Context: an optimization exercise on an open-source flow, tuned for small area, a short achievable clock period and few clock cycles. The choices shown serve that exercise and are no tape-out recipe. The RTL was checked by simulation tests, not by an equivalence proof against the original design. No activity file was given, so power comes from the tool's default toggle rates.

==> flow/design.v (outline; a module is shown in full before it is edited, if it fits) <==
// module booth_enc: 31 lines
// module pp_sum: 421 lines
// module acc_add: 499 lines
// module window_mac5_acc: 144 lines
module window_mac5_acc #(
  parameter int WORD_WIDTH = window_mac5_acc_pkg::DEF_WORD_WIDTH,
  parameter int FRAC_BITS  = window_mac5_acc_pkg::DEF_FRAC_BITS,
  parameter int CNT_WIDTH  = 8
) (
  input  logic                  clk,
  input  logic                  rst,
  input  logic                  w_load,
  input  logic [2:0]            w_idx,
  input  logic [WORD_WIDTH-1:0] w_data,
  input  logic                  start,
  input  logic [CNT_WIDTH-1:0]  acc_len,
  input  logic                  in_valid,
  input  logic [WORD_WIDTH-1:0] data_in_0,
  input  logic [WORD_WIDTH-1:0] data_in_1,
  input  logic [WORD_WIDTH-1:0] data_in_2,
  input  logic [WORD_WIDTH-1:0] data_in_3,
  input  logic [WORD_WIDTH-1:0] data_in_4,
  output logic                  busy,
  output logic                  out_valid,
  output logic [WORD_WIDTH-1:0] out_data
);
  // ...
==> flow/run.sh <==
#!/bin/bash
# synth_recipe.tcl (not shown) runs the flow's synth.tcl, then flattens the netlist and writes it again
# the make line also repeats each setting of config.mk as NAME=value (left out here)
make -C /OpenROAD-flow-scripts/flow DESIGN_CONFIG=/design/flow/config.mk WORK_HOME=/design/flow/orfs CLKGATE_MAP_FILE= SYNTH_SCRIPT=/design/flow/synth_recipe.tcl finish
==> flow/config.mk <==
export PLATFORM = sky130hd
export DESIGN_NAME = window_mac5_acc
export DESIGN_NICKNAME = window_mac5_acc
export VERILOG_FILES = /design/flow/design.v
export SDC_FILE = /design/flow/constraint.sdc
export NUM_CORES = 4
export LEC_CHECK = 0
export CAP_MARGIN = 20
export CORE_MARGIN = 2
export CORE_UTILIZATION = 40
export SETUP_SLACK_MARGIN = 4.2
export SLEW_MARGIN = 20
==> flow/constraint.sdc <==
create_clock -name core_clock -period 7.5 [get_ports {clk}]
set_input_delay 1.5000 -clock core_clock [delete_from_list [all_inputs] [get_ports {clk}]]
set_output_delay 1.5000 -clock core_clock [all_outputs]
set_load 0.01 [all_outputs]
==> summary.txt, run 1 <==
* Sequential cells at 465
* Initial core utilization at 40.3%
* Leading cell kind: multi-input gates
* WHS at 0.447 ns
* Die span in x at 266 µm
* Post-synth EDFFs at 80
* Post-synthesis adder-cell area fraction at 22.2%
* Worst slew pin tran at 1.06 ns
* Met2 Use GR at 33.6%
* Register-to-Register Setup Slack at 4.09 ns
* Clk_skew at 0.0250 ns
* Status: timing/DRC/antenna clean
* Post-DRT Antenna Nets at 0
* Fraction of area in multi-input gates at 50.0%
* Root buffer cell: clkbuf_16
* Die area at 70900 µm²
* Setup Buffers After CTS at 25
* Clock Power at 2.40 mW
* Crit path capture: in_range_r
* Max reg flops at 95
* CLK BUF at 74
* Area of the core at 68300 µm²
* Critical Path RT at 8.04 ns
* Internal Power at 4.77 mW
* # hold bufs at CTS at 0
* Syn avg cell area at 9.88 µm²
* Dpl cell area at 29500 µm²
* R2R cell count at 10
Testbench counts, summed over its fixed seeds: cycles 17,525.
==> module window_mac5_acc, before the edit <==
module window_mac5_acc #(
  parameter int WORD_WIDTH = window_mac5_acc_pkg::DEF_WORD_WIDTH,
  parameter int FRAC_BITS  = window_mac5_acc_pkg::DEF_FRAC_BITS,
  parameter int CNT_WIDTH  = 8
) (
  input  logic                  clk,
  input  logic                  rst,
  input  logic                  w_load,
  input  logic [2:0]            w_idx,
  input  logic [WORD_WIDTH-1:0] w_data,
  input  logic                  start,
  input  logic [CNT_WIDTH-1:0]  acc_len,
  input  logic                  in_valid,
  input  logic [WORD_WIDTH-1:0] data_in_0,
  input  logic [WORD_WIDTH-1:0] data_in_1,
  input  logic [WORD_WIDTH-1:0] data_in_2,
  input  logic [WORD_WIDTH-1:0] data_in_3,
  input  logic [WORD_WIDTH-1:0] data_in_4,
  output logic                  busy,
  output logic                  out_valid,
  output logic [WORD_WIDTH-1:0] out_data
);
  localparam int XW = WORD_WIDTH + 3;             
  localparam int SW = 2 * WORD_WIDTH + CNT_WIDTH + 2;   
  localparam int PW = 35;                         
  localparam int L1 = 7;                          
  localparam int L2 = 13;
  localparam logic [CNT_WIDTH-1:0] DONE_CNT = CNT_WIDTH'(-8);
  logic [4:0][WORD_WIDTH-1:0] weight;
  logic [4:0][WORD_WIDTH-1:0] window;
  logic [4:0][XW-1:0] x_sum, x_keep, x_add, x_nxt;
  logic [4:0] x_c1, x_c2, c1_nxt, c2_nxt;
  logic [4:0] ring;
  logic [4:0] w_set;       
  logic [XW-1:0] xr, x_sel, x_pick;
  logic c1_sel, c2_sel;
  logic [WORD_WIDTH-1:0] w_sel;
  logic [WORD_WIDTH/2-1:0] one, two, neg, one_r, two_r, neg_r;
  logic [PW-1:0] pa, pb, pc, pa_r, pb_r, pc_r;
  logic [SW-1:0] acc_s, acc_c, nxt_s, nxt_c, total;
  logic [CNT_WIDTH-1:0] cnt;
  logic accum;
  logic idle, busy_nx;
  logic [4:0] ring_nx, keep;
  logic go, accept, last, fire;
  logic [SW-FRAC_BITS-1:0] rounded;
  logic [WORD_WIDTH-1:0] result, low_r;
  logic in_range, in_range_r, sign_r;
  assign window = {data_in_4, data_in_3, data_in_2, data_in_1, data_in_0};
  assign go = idle && start && acc_len != '0;
  assign accept = accum && in_valid;
  assign last = accept && cnt == CNT_WIDTH'(1);
  assign fire = !idle && !accum && cnt == DONE_CNT;
  assign busy_nx = idle ? go : !fire;
  assign ring_nx = {ring[3:0], ring[4]};
  for (genvar i = 0; i < 5; i++) begin : g_tap
    assign x_keep[i] = keep[i] ? x_sum[i] : XW'(0);
    assign x_add[i] = accept ? XW'($signed(window[i])) : XW'(0);
    assign {c1_nxt[i], x_nxt[i][L1-1:0]} = (L1+1)'(x_keep[i][L1-1:0]) + (L1+1)'(x_add[i][L1-1:0]);
    assign {c2_nxt[i], x_nxt[i][L2-1:L1]} = (L2-L1+1)'(x_keep[i][L2-1:L1])
                                          + (L2-L1+1)'(x_add[i][L2-1:L1]) + (L2-L1+1)'(keep[i] && x_c1[i]);
    assign x_nxt[i][XW-1:L2] = x_keep[i][XW-1:L2] + x_add[i][XW-1:L2] + (XW-L2)'(keep[i] && x_c2[i]);
  end
  always_comb begin
    x_sel = '0;
    c1_sel = 1'b0;
    c2_sel = 1'b0;
    w_sel = '0;
    for (int i = 0; i < 5; i++) begin
      x_sel = x_sel | ({XW{ring[i]}} & x_sum[i]);
      c1_sel = c1_sel | (ring[i] & x_c1[i]);
      c2_sel = c2_sel | (ring[i] & x_c2[i]);
      w_sel = w_sel | ({WORD_WIDTH{ring[i] && w_set[i]}} & weight[i]);
    end
  end
  assign x_pick = {x_sel[XW-1:L1] + (XW-L1)'({c2_sel, {(L2-L1-1){1'b0}}, c1_sel}), x_sel[L1-1:0]};
  booth_enc u_enc (
    .w(w_sel),
    .one(one),
    .two(two),
    .neg(neg)
  );
  pp_sum u_pp (
    .one(one_r),
    .two(two_r),
    .neg(neg_r),
    .x(xr),
    .pa(pa),
    .pb(pb),
    .pc(pc)
  );
  acc_add u_acc (
    .ss(acc_s),
    .sc(acc_c),
    .pa(pa_r),
    .pb(pb_r),
    .pc(pc_r),
    .ns(nxt_s),
    .nc(nxt_c)
  );
  assign total = acc_s + acc_c;
  assign rounded = total[SW-1:FRAC_BITS];
  assign in_range = &rounded[SW-FRAC_BITS-1:WORD_WIDTH-1] || ~|rounded[SW-FRAC_BITS-1:WORD_WIDTH-1];
  assign result = in_range_r ? low_r : {sign_r, {(WORD_WIDTH-1){~sign_r}}};
  always_ff @(posedge clk) begin
    x_sum <= x_nxt;
    x_c1 <= c1_nxt;
    x_c2 <= c2_nxt;
    xr <= (idle || rst) ? '0 : x_pick;
    one_r <= one;
    two_r <= two;
    neg_r <= neg;
    pa_r <= pa;
    pb_r <= pb;
    pc_r <= pc;
    low_r <= rounded[WORD_WIDTH-1:0];
    in_range_r <= in_range;
    sign_r <= rounded[SW-FRAC_BITS-1];
    for (int i = 0; i < 5; i++)
      if (idle && w_load && w_idx == 3'(i)) weight[i] <= w_data;
    acc_s <= idle ? SW'(1 << (FRAC_BITS - 1)) : nxt_s;
    acc_c <= idle ? '0 : nxt_c;
    keep <= (busy_nx && !rst) ? ~ring_nx : '0;
    cnt <= idle ? acc_len : cnt - CNT_WIDTH'(!accum || in_valid);
    if (rst) begin
      ring <= 5'b00001;
      busy <= 1'b0;
      idle <= 1'b1;
      accum <= 1'b0;
      out_valid <= 1'b0;
      out_data <= '0;
      w_set <= '0;
    end else begin
      ring <= ring_nx;
      busy <= busy_nx;
      idle <= !busy_nx;
      accum <= accum ? !last : go;
      out_valid <= fire;
      if (fire) out_data <= result;
      for (int i = 0; i < 5; i++)
        if (idle && w_load && w_idx == 3'(i)) w_set[i] <= 1'b1;
    end
  end
endmodule
==> inputs of run 2 (changes only) <==
--- a/flow/design.v
+++ b/flow/design.v
@@ -1003,4 +1003,5 @@
   logic [SW-FRAC_BITS-1:0] rounded;
-  logic [WORD_WIDTH-1:0] result, low_r;
-  logic in_range, in_range_r, sign_r;
+  logic [SW-FRAC_BITS-1:0] rnd_r;
+  logic [WORD_WIDTH-1:0] result;
+  logic in_range;
   assign window = {data_in_4, data_in_3, data_in_2, data_in_1, data_in_0};
@@ -1059,4 +1060,5 @@
   assign rounded = total[SW-1:FRAC_BITS];
-  assign in_range = &rounded[SW-FRAC_BITS-1:WORD_WIDTH-1] || ~|rounded[SW-FRAC_BITS-1:WORD_WIDTH-1];
-  assign result = in_range_r ? low_r : {sign_r, {(WORD_WIDTH-1){~sign_r}}};
+  assign in_range = &rnd_r[SW-FRAC_BITS-1:WORD_WIDTH-1] || ~|rnd_r[SW-FRAC_BITS-1:WORD_WIDTH-1];
+  assign result = in_range ? rnd_r[WORD_WIDTH-1:0]
+                           : {rnd_r[SW-FRAC_BITS-1], {(WORD_WIDTH-1){~rnd_r[SW-FRAC_BITS-1]}}};
   always_ff @(posedge clk) begin
@@ -1072,5 +1074,3 @@
     pc_r <= pc;
-    low_r <= rounded[WORD_WIDTH-1:0];
-    in_range_r <= in_range;
-    sign_r <= rounded[SW-FRAC_BITS-1];
+    rnd_r <= rounded;
     for (int i = 0; i < 5; i++)
==> flow/flow/run.sh (new file) <==
#!/bin/bash
set -euo pipefail
export BUFFER_PORTS_ARGS="-buffer_cell sky130_fd_sc_hd__buf_2"
bash standard.sh finish > standard.log 2>&1
==> flow/standard.sh (new file) <==
#!/bin/bash
# synth_recipe.tcl (not shown) runs the flow's synth.tcl, then flattens the netlist and writes it again
# the make line also repeats each setting of config.mk as NAME=value (left out here)
make -C /OpenROAD-flow-scripts/flow DESIGN_CONFIG=/design/flow/config.mk WORK_HOME=/design/flow/orfs CLKGATE_MAP_FILE= SYNTH_SCRIPT=/design/flow/synth_recipe.tcl "${@:-finish}"
removed: flow/run.sh
==> run 2 against run 1 <==
Compared with the run above:
- global-route usage decreased by 0.84 points
- via count decreased by 4.8%
- area after synthesis is 0.97% lower
- final area shrank 3.9%
- count of clock-buffer cells in the layout decreased by 8
- largest cell class unchanged
- largest power group unchanged
==> summary.txt, run 2 <==
* Final clock period utilization by the worst path at 42.5% (was 45.5%)
* Slew Viols, Final at 0 (unchanged)
* Synth area leader: dfxtp_1 (unchanged)
* YS warnings at 1 (unchanged)
* CP Depth at 11 (was 10)
* Mapped Cells at 2681 (was 2785)
* Syn avg cell area at 10.2 µm² (was 9.88 µm²)
* VDD IR-drop max at 0.000177 V (was 0.000157 V)
* R2R cell count at 9 (was 10)
* CTS clk-pin slew, worst paths at 0.06 ns (about the same)
* Most frequent cells in the layout: dfxtp_1, inv_1, xnor2_1 (unchanged)
* Status: timing/DRC/antenna clean (unchanged)
* Clk_skew at 0.0226 ns (was 0.0250 ns)
* Post-route core utilization at 45.3% (was 46.4%)
* Max-Cap Viols at 0 (unchanged)
* Root buffer cell: clkbuf_16 (unchanged)
* Mapped Area at 27300 µm² (was 27500 µm²)
* Post-route cell area at 30500 µm² (was 31700 µm²)
* Die area at 70200 µm² (was 70900 µm²)
* Final Hold Fails at 0 (unchanged)
* DR WL/cell at 17.8 µm (was 18.2 µm)
* Crit path DAT at 3.73 ns (was 3.95 ns)
* Post-synth EDFFs at 80 (unchanged)
* Synth unique cells at 61 (was 66)
* Routed WL at 64.9 mm (was 68.5 mm)
* Top cells by area, synth: dfxtp_1, fa_1, edfxtp_1 (unchanged)
* First-pass GRT wire length at 105 mm (was 111 mm)
* Power Density at 223 nW/µm² (was 212 nW/µm²)
* CTS Buf Count at 53 (was 50)
* Post-synthesis adder-cell area fraction at 22.4% (was 22.2%)
* CTS tree: yes (unchanged)
* Sequential-to-total area share from yosys stat at 38.3% (was 36.7%)
* Worst hold path class: register to register (unchanged)
* Die span in x at 265 µm (was 266 µm)
* Cell leakage power at 13.6 nW (was 13.8 nW)
* Post-DRT Antenna Nets at 0 (unchanged)
* Synth Area in Simple Gates at 10.6% (was 11.2%)
* Cell Rows at 95 (was 96)
* Dpl cell area at 28700 µm² (was 29500 µm²)
* Drt initial violations at 1278 (was 1255)
* DR vias/cell at 5.11 (was 5.19)
* Final worst path period need at 3.19 ns (was 3.41 ns)
* Antenna cells at 0 (unchanged)
* Vias at 18.6k (was 19.6k)
* Total GRT Usage at 18.7% (was 19.6%)
* RSZ-0062 raised after global routing: no (was yes)
* Hold path cells at 1 (unchanged)
* Fraction of layout cells with a size suffix above 1 at 10.3% (was 7.42%)
* # IOs at 130 (unchanged)
* Worst slew pin tran at 1.12 ns (was 1.06 ns)
* Mux cell area share after synthesis at 0.0734% (was 0.182%)
* CTS sink cnt at 481 (was 465)
* Top reg by flops: x_sum (unchanged)
* CP peak stage delay at 0.41 ns (was 0.61 ns)
* Crit path max-delay cell type: fa_2 (was or4_4)
* Critical Path RT at 8.04 ns (about the same)
* Initial DRT Pass Iterations at 6 (unchanged)
* Crit-path leading delay family: adder cells (was simple AND/OR/NAND/NOR gates)
* Final #Nets at 3214 (was 3333)
* Critical path class: input pin to register (was register to register)
* WP buf/inv at 3 (was 0)
* # setup viols final at 0 (unchanged)
* Vias in the first global route at 19.7k (was 20.4k)
* Pwr Total at 6.78 mW (was 6.73 mW)
* Crit-path cells: buf_2, buf_12, and2_2, nand2_1, fa_2, fa_2, inv_1, a21oi_1, o21bai_1, a21o_1, a21o_1 (was ha_2, nand4_1, or4_4, o211ai_1, a21oi_1, xnor2_1, nand4_1, or4_4, a2111oi_4, a21o_1)
* CTS HTree Levels at 2 (unchanged)
* CP endpoint kind: register (unchanged)
* Area growth syn-to-layout at 11.8% (was 15.2%)
* Post-synth ARST share at 0% (unchanged)
* Setup Buffers After CTS at 0 (was 25)
* HPWL Detailed at 47.0 mm (was 50.6 mm)
* Placed cell count at 3546 (was 3648)
* Worst-path fanout max at 75 (was 7)
* Synth Area in Compound Gates at 12.2% (was 13.5%)
* I/O Buffers at 129 (unchanged)
* Die Height at 265 µm (was 266 µm)
* Commonest cells post-synth: dfxtp_1, inv_1, xnor2_1 (was dfxtp_1, inv_1, fa_1)
* Max reg flops at 95 (unchanged)
* Commonest non-fill, non-tap cell in the layout: dfxtp_1 (unchanged)
* GPL Wtd Cong at 0.836 (was 0.860)
* Main combinational cell family by area after synthesis: adder cells (unchanged)
* Worst-Skew Late Latency at 0.61 ns (was 0.60 ns)
* Critical Path Source Type: input pin (was register)
* Largest net degree at the start of global routing at 83 (was 78)
* Post-synth top area share at 29.5% (was 28.0%)
* Clock buffer depth at 3 (unchanged)
* Max_slew headroom at 25.3% (was 29.3%)
* Setup TNS at 0 ns (unchanged)
* Most common cell in the netlist: dfxtp_1 (unchanged)
* Fin cells at 3645 (was 3768)
* FMAX at 313 MHz (was 293 MHz)
* Drt drc at 0 (unchanged)
* Area of the core at 67300 µm² (was 68300 µm²)
* Main synth FF type: dfxtp_1 (unchanged)
* Congestion Overflow GR at 0 (unchanged)
* Synthesized flop and latch total at 481 (was 465)
* Antenna violations before repair at 2 (was 0)
* Regs by FF count: x_sum (95), weight (80), acc_c (42) (unchanged)
* Syn Nets at 3167 (was 3271)
* Initial core utilization at 40.5% (was 40.3%)
* Post-Synth XOR/XNOR Area at 9.06% (was 8.88%)
-- run 2: cell families (layout without fill, tap and decap cells) --
logic type	Yosys count	in the layout
simple gates	548	548
buf+inv	540	631
flops	481	481
compound gates	454	454
fa+ha+maj	374	374
xor+xnor	282	282
mux	2	2
-- run 2: timing repair --
action                                  CTS  global route
endpoints found under the setup margin   12            10
hold buffers                              0             0
resized for setup                         3             3
pin swaps                                 0             0
-- run 2: layer usage --
layer	up-vias	part of all wire, %	track usage, %
met5	-	0	0
met4	0	2.7	6.44
met3	127	5.4	3.10
met2	518	48	31.7
met1	9057	44	24.3
li1	8918	-	-
-- run 2: final timing paths --
path | from | endpoint | slack (ns)
worst max-delay path | in_valid | x_c2[0] | 4.31
worst min-delay path | nxt_s[0] | acc_s[0] | 0.45
worst max register to register | one_r[2] | pc_r[20] | 4.36
worst min register to register | nxt_s[0] | acc_s[0] | 0.45
-- run 2: metrics by stage --
step / hold slack [ns] / setup slack (ns)
after floorplan: 0.347 / 4.13
after global placement: 0.433 / 3.39
after detailed placement: 0.432 / 3.34
after CTS: 0.451 / 4.28
after global routing: 0.467 / 4.19
final: 0.446 / 4.31
-- run 2: worst reg2reg max path, stage by stage (launching register included) --
cell     delay (ns)
dfxtp_1        0.89
a22oi_1        0.25
xor2_1         0.21
fa_1           0.38
inv_1          0.09
fa_1           0.19
inv_1          0.07
fa_1           0.48
inv_1          0.05
fa_1           0.41
-- run 2: final cells by class --
type | instances | area, µm²
multi-input combinational | 1660 | 14900
fill | 6310 | 36800
timing repair buffer | 147 | 793
clock inverter | 33 | 359
sequential | 481 | 10400
tap | 873 | 1090
inverter | 385 | 1450
clock buffer | 66 | 1440
-- run 2: power by group --
part	switching [mW]	internal (mW)
Sequential	0.165	2.83
Clock	1.10	1.55
Combinational	0.631	0.505
Total	1.90	4.89
Testbench counts of run 2, summed over its fixed seeds: cycles 17,525.

==> what the ideal ports hide <==
The flow's constraints put no driver on any port. The routed layouts listed below were extracted and timed again, unchanged, in two steps. Step 1, drivers: a clkbuf_16 drives clk and a buf_2 each remaining input, both assumed. Step 2 also shifts input and output timing later by t, the mid clock arrival at the registers, as if the neighbouring blocks saw the same clock. Slacks: ideal / step 1 / step 2; pairs: ideal / step 1.
run | t (ns) | setup WS [ns] | worst data-port slew with drivers (ns) | pins driven straight from the clock port
run 1 | 0.650 | 4.091 / 4.091 / 3.750 | 0.06 | 1
run 2 | 0.659 | 4.309 / 4.353 / 3.695 | 0.07 | 1
After both steps every run listed still meets setup and hold. For run 2, which loses most, drivers alone change the setup slack by +0.044 ns; drivers and shift together by -0.614 ns.
